Background: an optimization exercise with open tools, aiming at small area. Do not read the settings as production practice. The RTL was checked by simulation tests, not by an equivalence proof against the original design.

<file path="run.sh">
#!/bin/bash
# synth_recipe.tcl (not shown) runs the flow's synth.tcl, then flattens the netlist and writes it again
# the make line also repeats each setting of config.mk as NAME=value (left out here)
make -C /OpenROAD-flow-scripts/flow DESIGN_CONFIG=/design/flow/config.mk WORK_HOME=/design/flow/orfs CLKGATE_MAP_FILE= SYNTH_SCRIPT=/design/flow/synth_recipe.tcl finish
</file>
<file path="config.mk">
export PLATFORM = sky130hd
export DESIGN_NAME = rms_normalizer_top
export DESIGN_NICKNAME = rms_normalizer_top
export VERILOG_FILES = /design/flow/design.v
export SDC_FILE = /design/flow/constraint.sdc
export NUM_CORES = 4
export LEC_CHECK = 0
export CAP_MARGIN = 20
export CORE_MARGIN = 2
export CORE_UTILIZATION = 40
export CTS_BUF_LIST = sky130_fd_sc_hd__clkbuf_16
export CTS_CLUSTER_DIAMETER = 60
export CTS_CLUSTER_SIZE = 35
export SLEW_MARGIN = 20
</file>
<file path="constraint.sdc">
create_clock -name core_clock -period 10.0 [get_ports {clk}]
set_input_delay 2.0000 -clock core_clock [delete_from_list [all_inputs] [get_ports {clk}]]
set_output_delay 2.0000 -clock core_clock [all_outputs]
set_load 0.01 [all_outputs]
</file>
<file path="design.v">
package rmsn_pkg;
    localparam int MAX_LEN_DEF = 64;
    localparam int VAL_W       = 16;
    localparam int EPS_W       = 24;
    localparam logic [EPS_W-1:0] EPS_RESET = 24'd168;
    localparam int RING_W      = 37;
endpackage
module rmsn_mem #(
    parameter int DEPTH = rmsn_pkg::MAX_LEN_DEF,
    parameter int W     = 2 * rmsn_pkg::VAL_W
) (
    input  logic         clk,
    input  logic         wr_en,
    input  logic [W-1:0] wr_data,
    output logic [DEPTH-1:0][W-1:0] q
);
    logic [DEPTH-1:0][W-1:0] ring;
    always_ff @(posedge clk)
    begin
        ring[0] <= wr_en ? wr_data : ring[DEPTH-1];
        for (int i = 1; i < DEPTH; i++)
        begin
            ring[i] <= ring[i-1];
        end
    end
    assign q = ring;
endmodule
module rmsn_unit (
    input  logic a,
    input  logic b,
    input  logic ci,
    output logic s,
    output logic co
);
    assign s  = a ^ b ^ ci;
    assign co = (a & b) | (a & ci) | (b & ci);
endmodule
module rms_normalizer_top #(
    parameter int MAX_LEN = rmsn_pkg::MAX_LEN_DEF
) (
    input  logic        clk,
    input  logic        rst_n,
    input  logic        psel,
    input  logic        penable,
    input  logic        pwrite,
    input  logic [2:0]  paddr,
    input  logic [31:0] pwdata,
    output logic [31:0] prdata,
    output logic        pready,
    input  logic        in_valid,
    output logic        in_stall,
    input  logic signed [15:0] element_value,
    input  logic signed [15:0] gain_weight,
    input  logic        end_of_vector,
    output logic        out_valid,
    input  logic        out_stall,
    output logic signed [15:0] normalized_value,
    output logic        final_output,
    output logic        length_overflow
);
    localparam int RW = rmsn_pkg::RING_W;
    typedef enum logic [2:0] {
        S_COL = 3'd0,    
        S_MD  = 3'd1,    
        S_EPS = 3'd2,    
        S_RS  = 3'd3,    
        S_OW  = 3'd4,    
        S_OC  = 3'd5,    
        S_OV  = 3'd6     
    } state_t;
    state_t                     state;
    logic [5:0]                 ph;
    logic [6:0]                 cnt;
    logic                       ovf;
    logic [5:0]                 k;
    logic [5:0]                 c;
    logic [5:0]                 u;
    logic                       sqbusy;
    logic                       lastf;
    logic                       xfirst;
    logic [rmsn_pkg::EPS_W-1:0] eps;
    logic                       take;
    logic                       wr;
    logic [63:0][31:0]          ring;
    assign pready = 1'b1;
    assign prdata = paddr[2] ? 32'd0 : {8'd0, eps};
    assign in_stall = !((state == S_COL) && !sqbusy && !lastf && (cnt[6] || (ph == cnt[5:0])));
    assign take     = in_valid && !in_stall;
    assign wr       = take && !cnt[6];
    rmsn_mem #(
        .DEPTH (MAX_LEN),
        .W     (32)
    ) u_mem (
        .clk     (clk),
        .wr_en   (wr),
        .wr_data ({element_value, gain_weight}),
        .q       (ring)
    );
    logic signed [15:0] a1;
    logic signed [15:0] acc1;
    logic               neg;
    logic [15:0]        xd;
    logic [15:0]        wd;
    logic [3:0]         bi;
    logic               in_mul;
    logic               sbit;
    logic               last_mul;
    logic signed [16:0] add1;
    logic signed [16:0] sum1;
    logic               pbit;
    for (genvar gi = 0; gi < 16; gi++)
    begin : g_diag
        assign xd[gi] = ring[gi+1][16+gi];
        assign wd[gi] = ring[gi+1][gi];
    end
    always_comb
    begin
        bi       = 4'(c - 6'd1);
        in_mul   = (c >= 6'd1) && (c <= 6'd16);
        sbit     = in_mul && ((state == S_COL) ? xd[bi] : wd[bi]);
        last_mul = (c == 6'd16);
        add1     = sbit ? (last_mul ? -{a1[15], a1} : {a1[15], a1}) : 17'sd0;
        sum1     = {acc1[15], acc1} + add1;
        pbit     = sum1[0];
    end
    always_ff @(posedge clk)
    begin
        acc1 <= (c == 6'd0) ? 16'sd0 : sum1[16:1];
        if (c == 6'd0)
        begin
            a1  <= ring[0][31:16];
            neg <= ring[0][31] ^ ring[0][15];
        end
    end
    logic [RW-1:0] xr;       
    logic [RW-1:0] rr;       
    logic [RW-1:0] r2;       
    logic [RW-1:0] qr;       
    logic          cx, cr, cr2;
    logic          rd, r2d1, r2d2, qd1, qd2, qd3;
    logic          bflop, qa, qb, pend, pos2, vz;
    logic x_a, x_b, x_ci, x_s, x_co, x_in, x_en;
    logic epsbit;
    always_comb
    begin
        epsbit = (c < 6'd24) ? eps[c[4:0]] : 1'b0;
        x_a    = xr[0] & !((state == S_COL) && xfirst);
        x_b    = (state == S_EPS) ? epsbit : pbit;
        x_ci   = (((state == S_COL) && (c == 6'd1)) || ((state == S_EPS) && (c == 6'd0))) ? 1'b0 : cx;
        x_s    = x_a ^ x_b ^ x_ci;
        x_co   = (x_a & x_b) | (x_a & x_ci) | (x_b & x_ci);
        if ((state == S_COL) || (state == S_EPS))
            x_in = x_s;
        else if ((state == S_MD) && (u >= 6'd2) && (c == 6'd38 - u))
            x_in = qb;
        else
            x_in = xr[0];
        x_en = (state != S_COL) || (sqbusy && (c != 6'd0));
    end
    logic r_first, r_a, r_sub, r_d, r_b, r_ci, r_s, r_co, nbit, r_step;
    always_comb
    begin
        nbit    = (c < 6'd7) ? cnt[c[2:0]] : 1'b0;
        r_first = (state == S_MD) ? (u == 6'd1) : (u == 6'd0);
        r_step  = ((state == S_MD) && (u >= 6'd1) && (u <= 6'd37)) || ((state == S_RS) && (u <= 6'd60));
        r_a     = (c == 6'd0) ? ((state == S_MD) ? bflop : (u == 6'd0)) : (rd && !r_first);
        r_sub   = r_first || qb;
        r_d     = (state == S_MD) ? nbit : (xr[0] || ((c == 6'd0) && vz));
        r_b     = r_d ^ r_sub;
        r_ci    = (c == 6'd0) ? r_sub : cr;
        r_s     = r_a ^ r_b ^ r_ci;
        r_co    = (r_a & r_b) | (r_a & r_ci) | (r_b & r_ci);
    end
    logic sq_act, sq_first, pos2e, a2, o2, b2, ci2, s2, co2, q_en, q_in;
    always_comb
    begin
        sq_act   = (state == S_RS) && u[0];
        sq_first = (u == 6'd1);
        pos2e    = sq_first || pos2;
        if (c == 6'd0)
        begin
            a2 = qb;
            o2 = 1'b1;
        end
        else if (c == 6'd1)
        begin
            a2 = qa;
            o2 = !pos2e;
        end
        else if (c == 6'd2)
        begin
            a2 = r2d2 && !sq_first;
            o2 = pend && !sq_first;
        end
        else
        begin
            a2 = r2d2 && !sq_first;
            o2 = qd3 && !sq_first;
        end
        b2   = o2 ^ pos2e;
        ci2  = (c == 6'd0) ? pos2e : cr2;
        s2   = a2 ^ b2 ^ ci2;
        co2  = (a2 & b2) | (a2 & ci2) | (b2 & ci2);
        q_en = (state == S_RS) && (u[0] || (u == 6'd62));
        q_in = ((c == 6'd0) ? pend : qd1) && !sq_first;
    end
    always_ff @(posedge clk)
    begin
        if (x_en)
            xr <= {x_in, xr[RW-1:1]};
        cx   <= x_co;
        rr   <= {r_s, rr[RW-1:1]};
        cr   <= r_co;
        rd   <= rr[0];
        r2   <= {sq_act ? s2 : r2[0], r2[RW-1:1]};
        cr2  <= co2;
        r2d1 <= r2[0];
        r2d2 <= r2d1;
        if (q_en)
            qr <= {q_in, qr[RW-1:1]};
        qd1  <= qr[0];
        qd2  <= qd1;
        qd3  <= qd2;
        if (state == S_EPS)
            vz <= ((c == 6'd0) ? 1'b1 : vz) && !x_s;
        if ((state == S_MD) && (u <= 6'd36) && (c == 6'd36 - u))
            bflop <= xr[0];
        if (state == S_EPS)
            qb <= 1'b0;
        else if (r_step && (c == 6'd36))
        begin
            qa <= qb;
            qb <= !r_s;
        end
        if (sq_act && (c == 6'd36))
        begin
            pend <= !s2;
            pos2 <= !s2;
        end
    end
    logic [33:0]        acc2;
    logic               st2;
    logic               sub2;
    logic               ci_2;
    logic signed [32:0] top;
    logic signed [32:0] op2;
    logic signed [32:0] sum2;
    logic               inrange;
    always_comb
    begin
        st2  = (state == S_OC) && (c >= 6'd1) && (c <= 6'd32);
        sub2 = (c == 6'd32);
        ci_2 = (pbit && sub2) || (neg ? (c <= 6'd29) : (c == 6'd30));
        top  = (c == 6'd1) ? 33'sd0 : {acc2[33], acc2[33:2]};
        op2  = pbit ? ({2'b00, qr[30:0]} ^ {33{sub2}}) : 33'sd0;
        sum2 = top + op2 + 33'(ci_2);
        inrange = (acc2[33:15] == {19{1'b0}}) || (acc2[33:15] == {19{1'b1}});
    end
    always_ff @(posedge clk)
    begin
        if (st2)
            acc2 <= {sum2[32:1], sum2[0], acc2[1]};
    end
    assign out_valid        = (state == S_OV);
    assign normalized_value = inrange ? acc2[15:0] : (acc2[33] ? 16'h8000 : 16'h7fff);
    assign final_output     = (7'(k) + 7'd1 == cnt);
    assign length_overflow  = ovf;
    always_ff @(posedge clk or negedge rst_n)
    begin
        if (!rst_n)
        begin
            state  <= S_COL;
            ph     <= '0;
            cnt    <= '0;
            ovf    <= 1'b0;
            k      <= '0;
            c      <= '0;
            u      <= '0;
            sqbusy <= 1'b0;
            lastf  <= 1'b0;
            xfirst <= 1'b0;
            eps    <= rmsn_pkg::EPS_RESET;
        end
        else
        begin
            ph <= ph + 6'd1;
            if (psel && penable && pwrite && !paddr[2])
                eps <= pwdata[rmsn_pkg::EPS_W-1:0];
            case (state)
                S_COL:
                begin
                    if (take)
                    begin
                        if (cnt[6])
                        begin
                            ovf <= 1'b1;
                            if (end_of_vector)
                            begin
                                state <= S_MD;
                                c     <= '0;
                                u     <= '0;
                            end
                        end
                        else
                        begin
                            cnt    <= cnt + 7'd1;
                            xfirst <= (cnt == 7'd0);
                            sqbusy <= 1'b1;
                            lastf  <= end_of_vector;
                            c      <= '0;
                        end
                    end
                    else if (sqbusy)
                    begin
                        c <= c + 6'd1;
                        if (c == 6'd37)
                        begin
                            sqbusy <= 1'b0;
                            if (lastf)
                            begin
                                lastf <= 1'b0;
                                state <= S_MD;
                                c     <= '0;
                                u     <= '0;
                            end
                        end
                    end
                end
                S_MD, S_EPS, S_RS:
                begin
                    c <= (c == 6'd36) ? 6'd0 : c + 6'd1;
                    if (c == 6'd36)
                    begin
                        u <= u + 6'd1;
                        if ((state == S_MD) && (u == 6'd38))
                            state <= S_EPS;
                        if (state == S_EPS)
                        begin
                            state <= S_RS;
                            u     <= '0;
                        end
                        if ((state == S_RS) && (u == 6'd62))
                        begin
                            state <= S_OW;
                            k     <= '0;
                        end
                    end
                end
                S_OW:
                begin
                    if (ph == k)
                    begin
                        state <= S_OC;
                        c     <= '0;
                    end
                end
                S_OC:
                begin
                    c <= c + 6'd1;
                    if (c == 6'd32)
                        state <= S_OV;
                end
                S_OV:
                begin
                    if (!out_stall)
                    begin
                        if (7'(k) + 7'd1 == cnt)
                        begin
                            state <= S_COL;
                            cnt   <= '0;
                            ovf   <= 1'b0;
                        end
                        else
                        begin
                            k     <= k + 6'd1;
                            state <= S_OW;
                        end
                    end
                end
                default:
                begin
                    state <= S_COL;
                end
            endcase
        end
    end
endmodule
</file>
==> flow_summary.yaml, run 1 <==
flow_run:
  max-cap-violations: 0
detailed_routing:
  drc: 0
  firstDrtPassIters: 5
  via_per_inst: 4.10
  ant_nets: 0
  drt_iter0_markers: 1324
  finalWirelength_mm: 74.8
  routedWlPerCell_um: 13.3
  vias: 23100
clock_network:
  ctsHtreeMaxLevel: 3
  cts_sinks: 2339
  root_buffer: "clkbuf_16"
  numCtsBuffers: 108
  clk-insertion-delay-late_ps: 760
  cts_tree: "yes"
  clk_path_buf_depth: 3
  hold_buffers: 0
  clkTransAtPathRegs_ps: 110
  ctsResizeCount: 0
  postCtsSetupBuffers: 0
layout:
  syn_to_final_growth_pct: 13.4
  mostFrequentLayoutCells: "dfxtp_1, nand2_1, edfxtp_1"
  drive_gt1_share_pct: 7.20
  num_antenna_cells: 0
  layout.nets: 3810
  final_cell_area_um2: 63400
  final_util_pct: 45.6
  final_cells: 5628
  fillers: 12100
  layout_commonest_cell: "dfxtp_1"
timing:
  finalCriticalPeriod_ps: 6810
  slew-limit-headroom_pct: 41.2
  hold_violations: 0
  max_clock_freq_mhz: 147
  rsz0062_at_grt: "false"
  holdWs_ps: 290
  slew_viol_final: 0
  worst_pin_slew_ps: 878
  fin_crit_sh_pct: 68.1
  skew_ps: 42.2
  setup_tns_ps: 0
  setup_viol: 0
  setup_slack_ps: 3190
yosys:
  syn-cell-area_um2: 55900
  synth_edf_count: 129
  synth-seq-cells: 2339
  async_flop_share_pct: 2.65
  synthAdderAreaFrac_pct: 1.58
  synth_area_per_cell_um2: 16.0
  synth_warnings: 2
  synth_ff_type: "dfxtp_1"
  synth_top_family_by_area: "simple AND/OR/NAND/NOR gates"
  synth-compound-area-share_pct: 3.06
  synthMuxAreaShare_pct: 1.31
  synth_xor_area_share_pct: 1.88
  syn_inst: 3500
  synth-simple-area-share_pct: 4.69
  yosysUniqueCellTypes: 71
  seq_area_frac_synth_pct: 86.6
floorplan:
  chipHeight_um: 378
  die_x_um: 378
  start_util_pct: 40.2
  core.rowCount: 137
  coreArea_um2: 139000
  io_pins: 128
  dieArea_um2: 143000
power_and_ir_drop:
  peakVddDrop_uv: 155
  p_leak_nw: 24.7
  p_total_mw: 15.1
  p_per_area_nw_per_um2: 237
worst_setup_path:
  crit_buf_inv: 2
  worstPathCellList: "or3_1 > mux4_2 > a22oi_1 > a21oi_1 > o21ai_2 > nor2_1 > ha_1 > buf_4 > and2_1 > nor2_1 > fa_1 > inv_1 > fa_1 > a21oi_1 > nor2_1 > o2111ai_1 > o211ai_1 > a211oi_1 > o31ai_1 > a21oi_1 > a2bb2oi_1"
  crit_family: "compound AO/OA/AOI/OAI gates"
  start_kind: "flip-flop"
  cp_max_fo: 33
  cp_slowest_cell: "dfrtp_1"
  crit_type: "flip-flop to flip-flop"
  end_kind: "flip-flop"
  worstPathArrival_ps: 7390
  critical-path-max-stage-delay_ps: 740
  cp_data_required_time_ps: 10580
placement:
  post-place-ws_ps: 3120
  place_hpwl_mm: 44.8
  placed_cells: 5434
  portBuffers: 108
  finalWeightedCongestion: 0.788
  placed_area_um2: 59200
global_routing:
  grt.overflow.total: 0
  grt_max_degree: 63
  grt_pass1_wl_mm: 120
  antenna_found_initial: 6
  grt_pass1_vias: 22300
  track_usage_pct: 10.6
outcome:
  status: "timing/DRC/antenna clean"
hold_path:
  hp-class: "flip-flop to flip-flop"
## area by class of cell
cell class	count	area, um^2	area share (%)
sequential	2339	48400	76.4
multi-input combinational	1047	7080	11.2
clock buffer	108	2700	4.26
tap	1876	2350	3.70
clock inverter	86	1470	2.31
timing repair buffer	124	1200	1.89
inverter	48	180	0.284
## worst paths after layout
check	cells past startpoint	start	slack, ps	endpoint
max	21	state[1]	3190	acc2[33]
min	0	u_mem.ring[1260]	290	u_mem.ring[1292]
max reg2reg	21	state[1]	3190	acc2[33]
min reg2reg	0	u_mem.ring[1260]	290	u_mem.ring[1292]
max in group asynchronous	2	rst_n	8000	c[2]
min in group asynchronous	2	rst_n	1450	eps[8]
## cell usage after synthesis, drive strengths merged, types with 4 or more instances
| cell | n | share of area, % |
|---|---|---|
| ha | 61 | 1.4 |
| a21oi | 64 | 0.57 |
| o21bai | 7 | 0.094 |
| and3 | 7 | 0.078 |
| mux2 | 25 | 0.50 |
| inv | 46 | 0.31 |
| o211ai | 7 | 0.094 |
| and2 | 70 | 0.78 |
| nor2b | 43 | 0.48 |
| clkbuf | 58 | 0.39 |
| xor2 | 71 | 1.1 |
| o22ai | 5 | 0.056 |
| o21ai | 64 | 0.58 |
| mux2i | 9 | 0.16 |
| nor2 | 99 | 0.66 |
| nor3b | 4 | 0.054 |
| nand2b | 16 | 0.18 |
| buf | 15 | 0.17 |
| o311ai | 4 | 0.063 |
| edfxtp | 129 | 6.9 |
| or3 | 10 | 0.11 |
| a211oi | 7 | 0.094 |
| mux4 | 16 | 0.64 |
| xnor2 | 44 | 0.69 |
| nand3 | 35 | 0.31 |
| nand4 | 19 | 0.21 |
| o21a | 10 | 0.13 |
| a21o | 30 | 0.40 |
| or2 | 9 | 0.10 |
| o31ai | 19 | 0.26 |
| nor3 | 31 | 0.28 |
| fa | 6 | 0.21 |
| o41ai | 6 | 0.094 |
| nand2 | 178 | 1.2 |
| a31oi | 4 | 0.045 |
| nor4 | 10 | 0.11 |
| dfxtp | 2148 | 77 |
| a22oi | 7 | 0.094 |
| dfrtp | 59 | 2.6 |
## registers in the layout (all words and copies together), names as in the netlist, 3 cells and up
signal / count
u_mem.ring: 2048
qr: 37
r2: 37
rr: 37
xr: 37
acc2: 34
eps: 24
a1: 16
acc1: 16
cnt: 7
c: 6
k: 6
ph: 6
u: 6
state: 3
## worst reg2reg max path, stage by stage, from the launching register on
cell	delay (ps)
dfrtp_1	740
or3_1	730
mux4_2	650
a22oi_1	190
a21oi_1	100
o21ai_2	590
nor2_1	100
ha_1	290
buf_4	240
and2_1	230
nor2_1	200
fa_1	230
inv_1	60
fa_1	400
a21oi_1	270
nor2_1	130
o2111ai_1	200
o211ai_1	260
a211oi_1	440
o31ai_1	130
a21oi_1	280
a2bb2oi_1	210
## report_power, final
group	internal (mW)	switching [mW]	total [mW]
Clock	2.28	3.23	5.51
Combinational	0.0757	0.0387	0.114
Sequential	9.41	0.0204	9.43
## per-layer routing
metal	GRT usage [%]	part of all wire, %	wire length, um
met1	15.8	53	39900
met2	15.0	40	30000
met3	2.27	3.9	2900
met4	3.68	2.7	2010
met5	0	0.025	19
## cells by family after synthesis
family,count (synthesis)
DFF,2339
and+or+nand+nor,540
AOI/OAI and AO/OA,264
buffers and inverters,121
xor gates and xnor gates,117
adders and majority gates,67
muxes,50
other,2
==> run 2, diff against run 1 <==
--- a/config.mk
+++ b/config.mk
@@ -9,6 +9,3 @@
 export CORE_MARGIN = 2
 export CORE_UTILIZATION = 40
-export CTS_BUF_LIST = sky130_fd_sc_hd__clkbuf_16
-export CTS_CLUSTER_DIAMETER = 60
-export CTS_CLUSTER_SIZE = 35
 export SLEW_MARGIN = 20
==> flow_summary.yaml, run 2 <==
outcome:
  status: "timing/DRC/antenna clean"
worst_setup_path:
  critical-path-max-stage-delay_ps: 740
  r2r_end: "acc2[33]"
  cp_data_required_time_ps: 10640
  end_kind: "flip-flop"
  crit_type: "flip-flop to flip-flop"
  worstPathArrival_ps: 7460
  r2r-start: "state[1]"
  start_kind: "flip-flop"
  r2r_slack_ps: 3180
  rr_worst_depth: 21
  worstPathCellList: "or3_1 > mux4_2 > a22oi_1 > a21oi_1 > o21ai_2 > nor2_1 > ha_1 > buf_4 > and2_1 > nor2_1 > fa_1 > inv_1 > fa_1 > a21oi_1 > nor2_1 > o2111ai_1 > o211ai_1 > a211oi_1 > o31ai_1 > a21oi_1 > a2bb2oi_1"
  cp_slowest_cell: "or3_1"
  cp_max_fo: 33
power_and_ir_drop:
  p_total_mw: 17.7
  peakVddDrop_uv: 166
  p_leak_nw: 26.4
  p_per_area_nw_per_um2: 266
layout:
  final_cell_area_um2: 66600
  fillers: 11800
  largest_reg_flops: 2048
  layout.nets: 3908
  layout_commonest_cell: "dfxtp_1"
  drive_gt1_share_pct: 10.7
  mostFrequentLayoutCells: "dfxtp_1, clkbuf_16, nand2_1"
  final_util_pct: 47.8
  max_flop_register: "u_mem.ring"
  num_antenna_cells: 0
  syn_to_final_growth_pct: 19.1
global_routing:
  antenna_found_initial: 6
  grt.overflow.total: 0
  grt_max_degree: 63
  track_usage_pct: 11.1
  grt_pass1_wl_mm: 126
  grt_pass1_vias: 23500
yosys:
  synth_common_cells: "dfxtp_1, nand2_1, edfxtp_1"
  synth_edf_count: 129
  syn_inst: 3500
  yosysTopAreaCellShare_pct: 76.9
  syn-cell-area_um2: 55900
  async_flop_share_pct: 2.65
  yosys.cell_count.top_type: "dfxtp_1"
  synth_area_per_cell_um2: 16.0
  synth_ff_type: "dfxtp_1"
  synth-seq-cells: 2339
  seq_area_frac_synth_pct: 86.6
  synth_warnings: 2
  yosysTopAreaCell: "dfxtp_1"
  yosysUniqueCellTypes: 71
  synthTopCellsByArea: "dfxtp_1, edfxtp_1, dfrtp_1"
placement:
  placed_area_um2: 59200
  portBuffers: 108
  finalWeightedCongestion: 0.788
  place_hpwl_mm: 44.8
timing:
  slew_viol_final: 0
  max_clock_freq_mhz: 147
  slew-limit-headroom_pct: 41.3
  skew_ps: 42.0
  fin_crit_sh_pct: 68.2
  hold_violations: 0
  setup_viol: 0
  rsz0062_at_grt: "false"
  setup_tns_ps: 0
  worst_pin_slew_ps: 877
  finalCriticalPeriod_ps: 6820
detailed_routing:
  routedWlPerCell_um: 13.4
  drt_iter0_markers: 1289
  via_per_inst: 4.10
  firstDrtPassIters: 7
  vias: 23900
  drc: 0
  ant_nets: 0
  finalWirelength_mm: 77.8
clock_network:
  cts_tree: "yes"
  ctsHtreeMaxLevel: 4
  hold_buffers: 0
  clk-insertion-delay-late_ps: 810
  ctsResizeCount: 0
  postCtsSetupBuffers: 0
  clk_path_buf_depth: 3
  cts_sinks: 2339
  numCtsBuffers: 206
  root_buffer: "clkbuf_16"
  clkTransAtPathRegs_ps: 70
floorplan:
  chipHeight_um: 378
  start_util_pct: 40.2
  dieArea_um2: 143000
  io_pins: 128
  die_x_um: 378
  coreArea_um2: 139000
  core.rowCount: 137
hold_path:
  worstHoldStart: "u_mem.ring[802]"
  worstHoldPathCells: 0
  hp-class: "flip-flop to flip-flop"
  holdPathEnd: "u_mem.ring[834]"
flow_run:
  max-cap-violations: 0
==> run 2: kinds of logic after synthesis <==
logic type | Yosys count | share of synthesized area, %
xor+xnor | 117 | 1.88
fa+ha+maj | 67 | 1.58
simple gates | 540 | 4.69
other cells | 2 | 0.0134
compound gates | 264 | 3.06
flops | 2339 | 86.6
buf+inv | 121 | 0.879
mux | 50 | 1.31
==> run 2: final cells by class <==
cell class,count,area [um^2],share of cell area (%)
multi-input cells,1047,7080,10.6
repair buffers,124,1200,1.80
inverters,48,180,0.271
well taps,1876,2350,3.52
clock buffers,301,6200,9.30
clock inverters,83,1160,1.75
flip-flops and latches,2339,48400,72.7
==> run 2: routing by layer <==
metal  routed length, um  global-route usage [%]
met5                  22                       0
met1               40500                    16.1
met3                3860                    3.07
met2               31500                    15.5
met4                1990                    4.50
==> run 2: worst max-delay path by stage <==
stage | from | endpoint | slack, ps | cells after the start
2_1_floorplan | c[0] | acc2[31] | 4420 | 25
3_3_place_gp | state[1] | acc2[29] | 3070 | 21
3_5_place_dp | state[1] | acc2[33] | 3120 | 21
4_1_cts | state[1] | acc2[33] | 3080 | 21
5_1_grt | state[1] | acc2[33] | 2600 | 21
6_report | state[1] | acc2[33] | 3180 | 21
==> run 2: through the flow <==
stage                     setup WS, ps  cells  hold slack, ps
after detailed placement          3120   5434             312
after CTS                         3080   5818             302
after floorplan                   4420   3507             310
final                             3180   5818             299
after global routing              2600   5818             298
after global placement            3070   5434             310
==> run 2: critical path: cells and delay by family (launching register included) <==
kind	cells	cell delay (ps)
multiplexers	1	630
buffers and inverters	2	310
flip-flops	1	730
adder cells (fa/ha/maj)	3	920
AND/OR/NAND/NOR	5	1370
AO/OA/AOI/OAI	10	2680
==> run 2: report_power, final <==
part           internal (mW)  switching [mW]  total [mW]
Clock                   4.77            3.38        8.16
Combinational         0.0757          0.0386       0.114
Sequential              9.41          0.0200        9.43
Total                   14.3            3.44        17.7

afterwards: timing with drivers on the ports:
Ports are ideal in the flow. The routed layouts listed here were re-timed in OpenROAD. Step 1, drivers: a clkbuf_16 drives clk and a buf_2 each remaining input, both assumed. Step 2 times the ports against the registers' clock, not the clock port: input delays grow and output delays shrink by t, the midpoint of the rising clock arrivals with the driver on. Three values: ideal, step 1, step 2; two values: the first two.
run | shift t [ns] | setup WS [ns] | worst hold slack (ns) | worst setup path at the end | slew at the worst register clock pin (ns)
run 1 | 0.800 | 3.190 / 3.190 / 3.190 | 0.290 / 0.290 / 0.290 | register to register | 0.12 / 0.12
run 2 | 0.858 | 3.185 / 3.185 / 3.185 | 0.299 / 0.299 / 0.299 | register to register | 0.07 / 0.07
After both steps every run listed still meets setup and hold.
